Source: an optimization exercise on an open RTL-to-GDS flow (aim: a short achievable clock period and few clock cycles). Production flows keep margins and buffers that such runs may drop. Function was checked by simulation only, so behaviour that the tests miss may differ from the original. Power and IR drop assume default switching activity.

===== flow/design.v =====
package rvCorePkg;
  localparam int wordW = 32;   
  typedef logic [wordW-1:0] word_t;
  typedef logic [4:0] regAddr_t;   
  localparam word_t resetPc = '0;
endpackage
package rvIsaPkg;
  typedef enum logic [6:0] {
    LUI    = 7'b0110111,
    AUIPC  = 7'b0010111,
    JAL    = 7'b1101111,
    JALR   = 7'b1100111,
    BRANCH = 7'b1100011,
    LOAD   = 7'b0000011,
    STORE  = 7'b0100011,
    I_OP   = 7'b0010011,   
    R_OP   = 7'b0110011    
  } opcode_t;
  typedef enum logic [3:0] {
    ADD, SUB, SLL, SLT, SLTU, XOR, SRL, SRA, OR, AND
  } aluOp_t;
  typedef enum logic [2:0] {
    BEQ  = 3'b000,
    BNE  = 3'b001,
    BLT  = 3'b100,
    BGE  = 3'b101,
    BLTU = 3'b110,
    BGEU = 3'b111
  } branchOp_t;
  typedef enum logic [2:0] {I_TYPE, S_TYPE, B_TYPE, U_TYPE, J_TYPE} immType_t;
  localparam logic [31:0] nopInstr = 32'h0000_0013;   
endpackage
module regFile (
  input  logic                Clock,
  input  rvCorePkg::regAddr_t rs1,
  input  rvCorePkg::regAddr_t rs2,
  output rvCorePkg::word_t    rdData1,
  output rvCorePkg::word_t    rdData2,
  input  logic                wrEn,
  input  rvCorePkg::regAddr_t wrAddr,
  input  rvCorePkg::word_t    wrData
);
  rvCorePkg::word_t regs [1:31];
  function automatic rvCorePkg::word_t readPort(rvCorePkg::regAddr_t addr);
    if (addr == 5'd0) readPort = 32'd0;
    else if (wrEn && addr == wrAddr) readPort = wrData;
    else readPort = regs[addr];
  endfunction
  always_comb begin
    rdData1 = readPort(rs1);
    rdData2 = readPort(rs2);
  end
  always_ff @(posedge Clock) begin
    if (wrEn && wrAddr != '0) regs[wrAddr] <= wrData;
  end
endmodule
module rvCore (
  input  logic  Clock,
  input  logic  rst,
  output rvCorePkg::word_t imemAddr,
  input  rvCorePkg::word_t imemData,
  output rvCorePkg::word_t dmemAddr,
  output rvCorePkg::word_t dmemWrData,
  output logic  dmemWrEn,
  output logic  dmemRdEn,
  input  rvCorePkg::word_t dmemRdData
);
  typedef rvCorePkg::word_t word_t;
  typedef rvCorePkg::regAddr_t regAddr_t;
  logic  eRedirect, dRedirect;
  word_t eTarget, dTarget;
  logic  stallD;
  logic     vE, wenE, ldE, stE, brE, jalrE, fusedE, auipcE, predE, usePreE;
  regAddr_t rdE;
  word_t    opAE, opBE, sdE, preE, altE;
  logic     fA1E, fA2E, fB1E, fB2E, fS1E, fS2E;
  logic     aAdd, aSub, aSll, aSlt, aSltu, aXor, aSrl, aSra, aOr, aAnd;
  logic [2:0] bf3E;
  logic     wenM, ldM;
  regAddr_t rdM;
  word_t    resM;
  logic     wenW, ldW;
  regAddr_t rdW;
  word_t    resW;
  word_t    wbData;
  word_t pc;         
  logic  pcNew;      
  logic  f2V;        
  word_t pcF2;       
  logic [1:0] occ;   
  word_t b0I, b0P, b1I, b1P;
  logic  irV;
  word_t ir, pcD;
  logic  dTake;      
  logic [1:0] occAfter;
  logic  advance;
  assign imemAddr = pc;
  assign dTake    = !irV || !stallD;
  always_comb begin
    occAfter = occ;
    if (dTake) begin
      if (occ != 2'd0) occAfter = occ - 2'd1 + {1'b0, f2V};
      else             occAfter = 2'd0;
    end else begin
      occAfter = occ + {1'b0, f2V};
    end
  end
  assign advance = ({1'b0, occAfter} + {2'b0, pcNew}) <= 3'd1;
  always_ff @(posedge Clock) begin
    if (rst) begin
      pc    <= rvCorePkg::resetPc;
      pcNew <= 1'b1;
      f2V   <= 1'b0;
    end else begin
      f2V  <= pcNew && !eRedirect && !dRedirect;
      if (eRedirect) begin
        pc <= eTarget;
        pcNew <= 1'b1;
      end else if (dRedirect) begin
        pc <= dTarget;
        pcNew <= 1'b1;
      end else if (advance) begin
        pc <= pc + 32'd4;
        pcNew <= 1'b1;
      end else begin
        pcNew <= 1'b0;
      end
    end
    pcF2 <= pc;
  end
  always_ff @(posedge Clock) begin
    if (rst || eRedirect || dRedirect) begin
      occ <= 2'd0;
    end else begin
      occ <= occAfter;
    end
    if (dTake) begin
      if (occ == 2'd2) begin
        b0I <= b1I; b0P <= b1P;
        b1I <= imemData; b1P <= pcF2;
      end else begin
        b0I <= imemData; b0P <= pcF2;
      end
    end else if (f2V) begin
      if (occ == 2'd0) begin
        b0I <= imemData; b0P <= pcF2;
      end else begin
        b1I <= imemData; b1P <= pcF2;
      end
    end
  end
  always_ff @(posedge Clock) begin
    if (rst || eRedirect || dRedirect) begin
      irV <= 1'b0;
    end else if (dTake) begin
      irV <= (occ != 2'd0) || f2V;
    end
    if (dTake) begin
      if (occ != 2'd0) begin
        ir <= b0I; pcD <= b0P;
      end else begin
        ir <= imemData; pcD <= pcF2;
      end
    end
  end
  logic [6:0] op;
  logic [2:0] f3;
  regAddr_t   rs1, rs2, rd;
  logic isLui, isAuipc, isJal, isJalr, isBr, isLd, isSt, isOpI, isOp;
  logic wenD, useA, useB, useS;
  word_t immI, immS, immB, immU, immJ;
  assign op  = ir[6:0];
  assign f3  = ir[14:12];
  assign rd  = ir[11:7];
  assign rs1 = ir[19:15];
  assign rs2 = ir[24:20];
  assign isLui   = (op == 7'b0110111);
  assign isAuipc = (op == 7'b0010111);
  assign isJal   = (op == 7'b1101111);
  assign isJalr  = (op == 7'b1100111);
  assign isBr    = (op == 7'b1100011);
  assign isLd    = (op == 7'b0000011);
  assign isSt    = (op == 7'b0100011);
  assign isOpI   = (op == 7'b0010011);
  assign isOp    = (op == 7'b0110011);
  assign wenD = (isLui || isAuipc || isJal || isJalr || isLd || isOpI || isOp) && (rd != 5'd0);
  assign useA = isJalr || isBr || isLd || isSt || isOpI || isOp;
  assign useB = isBr || isOp;    
  assign useS = isSt;            
  assign immI = {{20{ir[31]}}, ir[31:20]};
  assign immS = {{20{ir[31]}}, ir[31:25], ir[11:7]};
  assign immB = {{20{ir[31]}}, ir[7], ir[30:25], ir[11:8], 1'b0};
  assign immU = {ir[31:12], 12'b0};
  assign immJ = {{12{ir[31]}}, ir[19:12], ir[20], ir[30:21], 1'b0};
  word_t rf1, rf2;
  regFile regFile_i (
    .Clock  (Clock),
    .rs1    (rs1),
    .rs2    (rs2),
    .rdData1(rf1),
    .rdData2(rf2),
    .wrEn   (wenW),
    .wrAddr (rdW),
    .wrData (wbData)
  );
  logic aHitE, aHitM, bHitE, bHitM;
  assign aHitE = wenE && (rdE == rs1);
  assign aHitM = wenM && (rdM == rs1);
  assign bHitE = wenE && (rdE == rs2);
  assign bHitM = wenM && (rdM == rs2);
  assign stallD = irV && (
      (useA && ((aHitE && ldE) || (aHitM && ldM))) ||
      (useB && ((bHitE && ldE) || (bHitM && ldM))) ||
      (useS && bHitE && ldE));
  word_t pcImm, pcPlus4, fusedTarget;
  logic  fusedD, predD;
  assign pcImm       = pcD + (isJal ? immJ : isBr ? immB : immU);
  assign pcPlus4     = pcD + 32'd4;
  assign fusedD      = isJalr && auipcE && aHitE;   
  assign fusedTarget = preE + immI;
  assign predD       = isJal || (isBr && ir[31]) || fusedD;
  logic dGo;
  assign dGo       = irV && !stallD && !eRedirect;
  assign dRedirect = dGo && predD;
  assign dTarget   = fusedD ? {fusedTarget[31:1], 1'b0} : pcImm;
  always_ff @(posedge Clock) begin
    if (rst || !dGo) begin
      vE <= 1'b0; wenE <= 1'b0; ldE <= 1'b0; stE <= 1'b0; brE <= 1'b0;
      jalrE <= 1'b0; auipcE <= 1'b0;
    end else begin
      vE <= 1'b1; wenE <= wenD; ldE <= isLd; stE <= isSt; brE <= isBr;
      jalrE <= isJalr; auipcE <= isAuipc;
    end
    fusedE  <= fusedD;
    predE   <= predD;
    rdE     <= rd;
    usePreE <= isLui || isAuipc || isJal || isJalr;
    preE    <= isLui ? immU : isAuipc ? pcImm : pcPlus4;
    altE    <= (isBr && ir[31]) ? pcPlus4 : pcImm;
    bf3E    <= f3;
    opAE    <= rf1;
    opBE    <= useB ? rf2 : isSt ? immS : immI;
    sdE     <= rf2;
    fA1E    <= useA && aHitE;
    fA2E    <= useA && !aHitE && aHitM;
    fB1E    <= useB && bHitE;
    fB2E    <= useB && !bHitE && bHitM;
    fS1E    <= useS && bHitE;
    fS2E    <= useS && !bHitE && bHitM;
    aAdd    <= isLd || isSt || isJalr || ((isOp || isOpI) && f3 == 3'b000 && !(isOp && ir[30]));
    aSub    <= isOp && f3 == 3'b000 && ir[30];
    aSll    <= (isOp || isOpI) && f3 == 3'b001;
    aSlt    <= (isOp || isOpI) && f3 == 3'b010;
    aSltu   <= (isOp || isOpI) && f3 == 3'b011;
    aXor    <= (isOp || isOpI) && f3 == 3'b100;
    aSrl    <= (isOp || isOpI) && f3 == 3'b101 && !ir[30];
    aSra    <= (isOp || isOpI) && f3 == 3'b101 && ir[30];
    aOr     <= (isOp || isOpI) && f3 == 3'b110;
    aAnd    <= (isOp || isOpI) && f3 == 3'b111;
  end
  word_t srcA, srcB, sdv, sum, diff, res;
  logic  eq, ltS, ltU, taken;
  logic [4:0] sh;
  assign srcA = fA1E ? resM : fA2E ? resW : opAE;
  assign srcB = fB1E ? resM : fB2E ? resW : opBE;
  assign sdv  = fS1E ? resM : fS2E ? wbData : sdE;
  assign sum  = srcA + srcB;
  assign diff = srcA - srcB;
  assign eq   = (srcA == srcB);
  assign ltS  = ($signed(srcA) < $signed(srcB));
  assign ltU  = (srcA < srcB);
  assign sh   = srcB[4:0];
  always_comb begin
    res = ({32{aAdd}}  & sum)
        | ({32{aSub}}  & diff)
        | ({32{aSll}}  & (srcA << sh))
        | ({32{aSlt}}  & {31'b0, ltS})
        | ({32{aSltu}} & {31'b0, ltU})
        | ({32{aXor}}  & (srcA ^ srcB))
        | ({32{aSrl}}  & (srcA >> sh))
        | ({32{aSra}}  & word_t'($signed(srcA) >>> sh))
        | ({32{aOr}}   & (srcA | srcB))
        | ({32{aAnd}}  & (srcA & srcB));
    if (usePreE) res = preE;
  end
  always_comb begin
    case (bf3E)
      3'b000:  taken = eq;
      3'b001:  taken = !eq;
      3'b100:  taken = ltS;
      3'b101:  taken = !ltS;
      3'b110:  taken = ltU;
      3'b111:  taken = !ltU;
      default: taken = 1'b0;
    endcase
  end
  assign eRedirect = (brE && (taken != predE)) || (jalrE && !fusedE);
  assign eTarget   = (jalrE && !fusedE) ? {sum[31:1], 1'b0} : altE;
  always_ff @(posedge Clock) begin
    if (rst) begin
      dmemWrEn <= 1'b0; dmemRdEn <= 1'b0; wenM <= 1'b0; ldM <= 1'b0;
      wenW <= 1'b0; ldW <= 1'b0;
    end else begin
      dmemWrEn <= stE; dmemRdEn <= ldE; wenM <= wenE; ldM <= ldE;
      wenW <= wenM; ldW <= ldM;
    end
    dmemAddr   <= sum;
    dmemWrData <= sdv;
    resM <= res;
    rdM  <= rdE;
    resW <= resM;
    rdW  <= rdM;
  end
  assign wbData = ldW ? dmemRdData : resW;
endmodule

===== flow/run.sh =====
#!/bin/bash
# synth_recipe.tcl (not shown) runs the flow's synth.tcl, then flattens the netlist and writes it again
# the make line also repeats each setting of config.mk as NAME=value (left out here)
make -C /OpenROAD-flow-scripts/flow DESIGN_CONFIG=/design/flow/config.mk WORK_HOME=/design/flow/orfs CLKGATE_MAP_FILE= SYNTH_SCRIPT=/design/flow/synth_recipe.tcl finish

===== flow/config.mk =====
export PLATFORM = sky130hd
export DESIGN_NAME = rvCore
export DESIGN_NICKNAME = rvCore
export VERILOG_FILES = /design/flow/design.v
export SDC_FILE = /design/flow/constraint.sdc
export NUM_CORES = 4
export LEC_CHECK = 0
export ABC_CLOCK_PERIOD_IN_PS = 2000
export CAP_MARGIN = 20
export CORE_MARGIN = 2
export CORE_UTILIZATION = 40
export PLACE_DENSITY = 0.6
export SETUP_SLACK_MARGIN = 5
export SLEW_MARGIN = 20
export TNS_END_PERCENT = 100

===== flow/constraint.sdc =====
create_clock -name core_clock -period 8.0 [get_ports {Clock}]
set_input_delay 1.6000 -clock core_clock [delete_from_list [all_inputs] [get_ports {Clock}]]
set_output_delay 1.6000 -clock core_clock [all_outputs]
set_load 0.01 [all_outputs]

==> summary.txt <==
GRT
  • First-pass GRT wire length: 455,000 µm
  • GRT Util Overall: 31.2%
  • Number of global-route vias before repair: 58,900
  • Largest net degree at the start of global routing: 78
  • Initial antenna violation count: 15
  • Total gr overflow: 0

Yosys
  • Syn Nets: 6,359
  • Post-synth ARST share: 0%
  • Top FF cell, synth: edfxtp_1
  • Synth Area in Adders: 2.59%
  • Avg Cell Area, Syn: 13.2 µm²
  • Synth Register Bits: 1,594
  • Post-Syn Instances: 6,128
  • Syn Std Cell Area: 80,700 µm²
  • Largest family of logic cells by synthesized area: multiplexers
  • Sequential share of the synthesized area: 54.2%
  • Warnings, synthesis: 2
  • Post-synth EDFFs: 1,184
  • XOR/XNOR share of the synthesized area: 1.87%
  • Yosys cell types: 90
  • Post-Synth Simple-Gate Area: 7.03%
  • Mux cell area share after synthesis: 20.9%
  • Post-synthesis compound-gate area fraction: 10.7%

Floorplanning
  • Die height: 453 µm
  • Number of I/O pins: 164
  • Std-Cell Rows: 164
  • Die Area: 205,000 µm²
  • Placeable Area: 200,000 µm²
  • Starting Density: 40.4%
  • Width of the die: 453 µm

Clock network
  • Num CTS Buffers: 173
  • Clk latency of the worst-skew pair: 860 ps
  • Bufs on Longest Clock Path: 3
  • Clock transition at path regs: 60 ps
  • CTS tree: yes
  • CTS root buffer: clkbuf_16
  • CTS Hold Bufs: 0
  • H-tree depth: 4
  • Sinks on Clock Net: 1,594

STA
  • Fin. Hold Viols: 0
  • Unrepaired setup endpoints after global routing: yes
  • Final min period: 5070 ps
  • Max Clk Rate: 197 MHz
  • Slew HR: 23.0%
  • Slew at the pin with the worst max-slew slack: 1140 ps
  • Total Neg Setup Slack: 0 ps
  • Worst hold slack: 391 ps
  • Final setup fails: 0
  • Slew Limit Fails: 0
  • Final Cycle Share: 63.4%
  • Worst Skew: 56.5 ps

Finish
  • Nets@finish: 6,969
  • Area Growth Syn to Fin: 28.2%
  • Largest register FFs: 992
  • Biggest register: regFile_i.regs
  • Final Util: 51.7%
  • Share of cells above drive strength 1: 36.6%
  • Finished Cell Area: 104,000 µm²

Pwr
  • Total chip power: 0.0209 W
  • Power per cell area: 202 nW/µm²
  • VDD IR-drop max: 0.000254 V
  • Leak pwr: 36.8 nW

Placement
  • Dpl cell area: 86,200 µm²
  • RePlAce Congestion: 1.02
  • DP HPWL: 197,000 µm
  • # port buffers: 163

Setup path
  • Kind of end point of the critical path: flop
  • Crit-path max FO: 10
  • Critical Path Start Type: flop
  • CP arrival: 5850 ps
  • Req. time, crit path: 8780 ps
  • WS Path Type: flop to flop

Detailed routing
  • DR DRC count: 0
  • Vias: 61,200
  • Drt total wl: 332,000 µm
  • Antenna Nets Post-Route: 0
  • Pre-Repair DR Iteration Count: 6
  • Vias/cell: 6.41
  • Starting DRT DRC Count: 8,545
  • DR WL/cell: 34.8 µm

Run
  • Max Cap Violations: 0

Hold path
  • Hold crit path type: flop to flop

Outcome
  • Status: timing/DRC/antenna clean
[what timing repair did]
item | CTS | global route
hold endpoints to repair | 0 | 0
gates resized for setup | 1237 | 380
pin swaps | 202 | 189
gates cloned | 68 | 12
endpoints found under the setup margin | 1139 | 595
setup buffers | 351 | 135
[power breakdown]
part / internal [W] / switching, W / total (W)
Combinational: 0.00145 / 0.00207 / 0.00352
Sequential: 0.00909 / 0.000208 / 0.00930
Clock: 0.00456 / 0.00350 / 0.00805
Total: 0.0151 / 0.00577 / 0.0209
[worst max-delay path: stages (launching register included)]
cell,delay [ps]
dfxtp_4,460
clkbuf_16,200
buf_4,110
mux2i_1,190
o21a_1,260
ha_2,400
or4_4,550
or4_4,570
o211ai_4,350
nor3_4,80
or2_4,260
a2111o_1,490
buf_4,190
buf_6,110
or2_4,310
mux2i_1,150
a211o_1,260
nand2_1,60
[cells by family after synthesis]
logic type               count (synthesis)
adder cells (fa/ha/maj)                165
multiplexers                          1046
XOR/XNOR                               172
AND/OR/NAND/NOR                       1267
flip-flops                            1594
buffers and inverters                  593
AO/OA/AOI/OAI                         1291
[stage by stage]
stage               setup WS [ps]  instances
floorplan                    2980       6128
global placement             1670       8651
detailed placement           1720       8652
CTS                          3050       9391
global route                 2850       9541
finish                       2930       9547
[cell usage in the layout, fill, tap and decap left out, types with 70 or more instances in the layout]
cell type / count
nand2_1: 478
buf_4: 362
o21ai_0: 209
mux2_2: 192
buf_12: 70
a21oi_1: 238
a211oi_1: 119
mux2i_1: 294
buf_6: 177
inv_1: 132
nor2_1: 280
ha_1: 109
mux4_2: 486
clkbuf_16: 186
dfxtp_1: 358
edfxtp_1: 1184
[area by class of cell]
cell class | instances | area (µm²)
antenna | 8 | 20.0
multi-input combinational | 3949 | 39900
sequential | 1594 | 43900
clock inverter | 94 | 982
timing repair inverter | 12 | 82.6
timing repair buffer | 854 | 10000
fill | 16500 | 96500
clock buffer | 226 | 4660
inverter | 154 | 638
tap | 2656 | 3320
[path summary, 6_finish.rpt]
| check | startpoint | to | slack (ps) | depth (start not counted) |
|---|---|---|---|---|
| worst max-delay path | fA2E | pc[15] | 2930 | 17 |
| worst min-delay path | rdE[0] | rdM[0] | 390 | 0 |
| worst max register to register | fA2E | pc[15] | 2930 | 17 |
| worst min register to register | rdE[0] | rdM[0] | 390 | 0 |
[layer usage]
metal  up-vias  track usage, %  share of wire, %
met5         -               0             0.028
met4        14            20.2               7.6
met3       926            7.22                10
met2      3796            47.9                45
met1     31300            39.8                37
li1      25200               -                 -
[synthesized netlist by cell type (66+ instances only)]
| library cell | count | area [µm²] |
|---|---|---|
| o21ai_0 | 276 | 1380 |
| a21oi_1 | 307 | 1540 |
| nor2_1 | 351 | 1320 |
| nand3_1 | 76 | 380 |
| inv_1 | 150 | 563 |
| edfxtp_1 | 1184 | 35600 |
| buf_1 | 74 | 278 |
| a211oi_1 | 156 | 1170 |
| xnor2_1 | 106 | 928 |
| nand2_1 | 499 | 1870 |
| dfxtp_1 | 410 | 8210 |
| mux4_2 | 486 | 10900 |
| a221oi_1 | 78 | 683 |
| nor3_1 | 97 | 485 |
| clkbuf_1 | 357 | 1340 |
| o21a_1 | 71 | 533 |
| xor2_1 | 66 | 578 |
| mux2i_1 | 334 | 3340 |
| ha_1 | 161 | 2010 |
| mux2_2 | 225 | 2530 |
Testbench counts, summed over its fixed seeds: cycles 62,527.

static timing again, ports no longer ideal:
Ports are ideal in the flow. The routed layout listed here was re-timed in OpenROAD.
Step 1: set_driving_cell puts a clkbuf_16 on Clock and a buf_2 on each other input, an assumption about the parent block.
Step 2 moves the port delays by t, midway between the first and last clock arrival at a register: inputs arrive t later, outputs are due t later. That takes back most of the time a late clock gives input paths.
Three values: no drivers, after step 1, after step 2; two values: the first two.
t (ns): 0.909
setup slack, ns: 2.928 / 2.928 / 2.928
hold slack, ns: 0.391 / 0.391 / 0.391
worst setup path at the end: register to register
worst register clock-pin slew, ns: 0.07 / 0.07
After both steps setup and hold are still met in this run. The setup slack of this run moves by 0.000 ns with the drivers and by 0.000 ns with both steps.
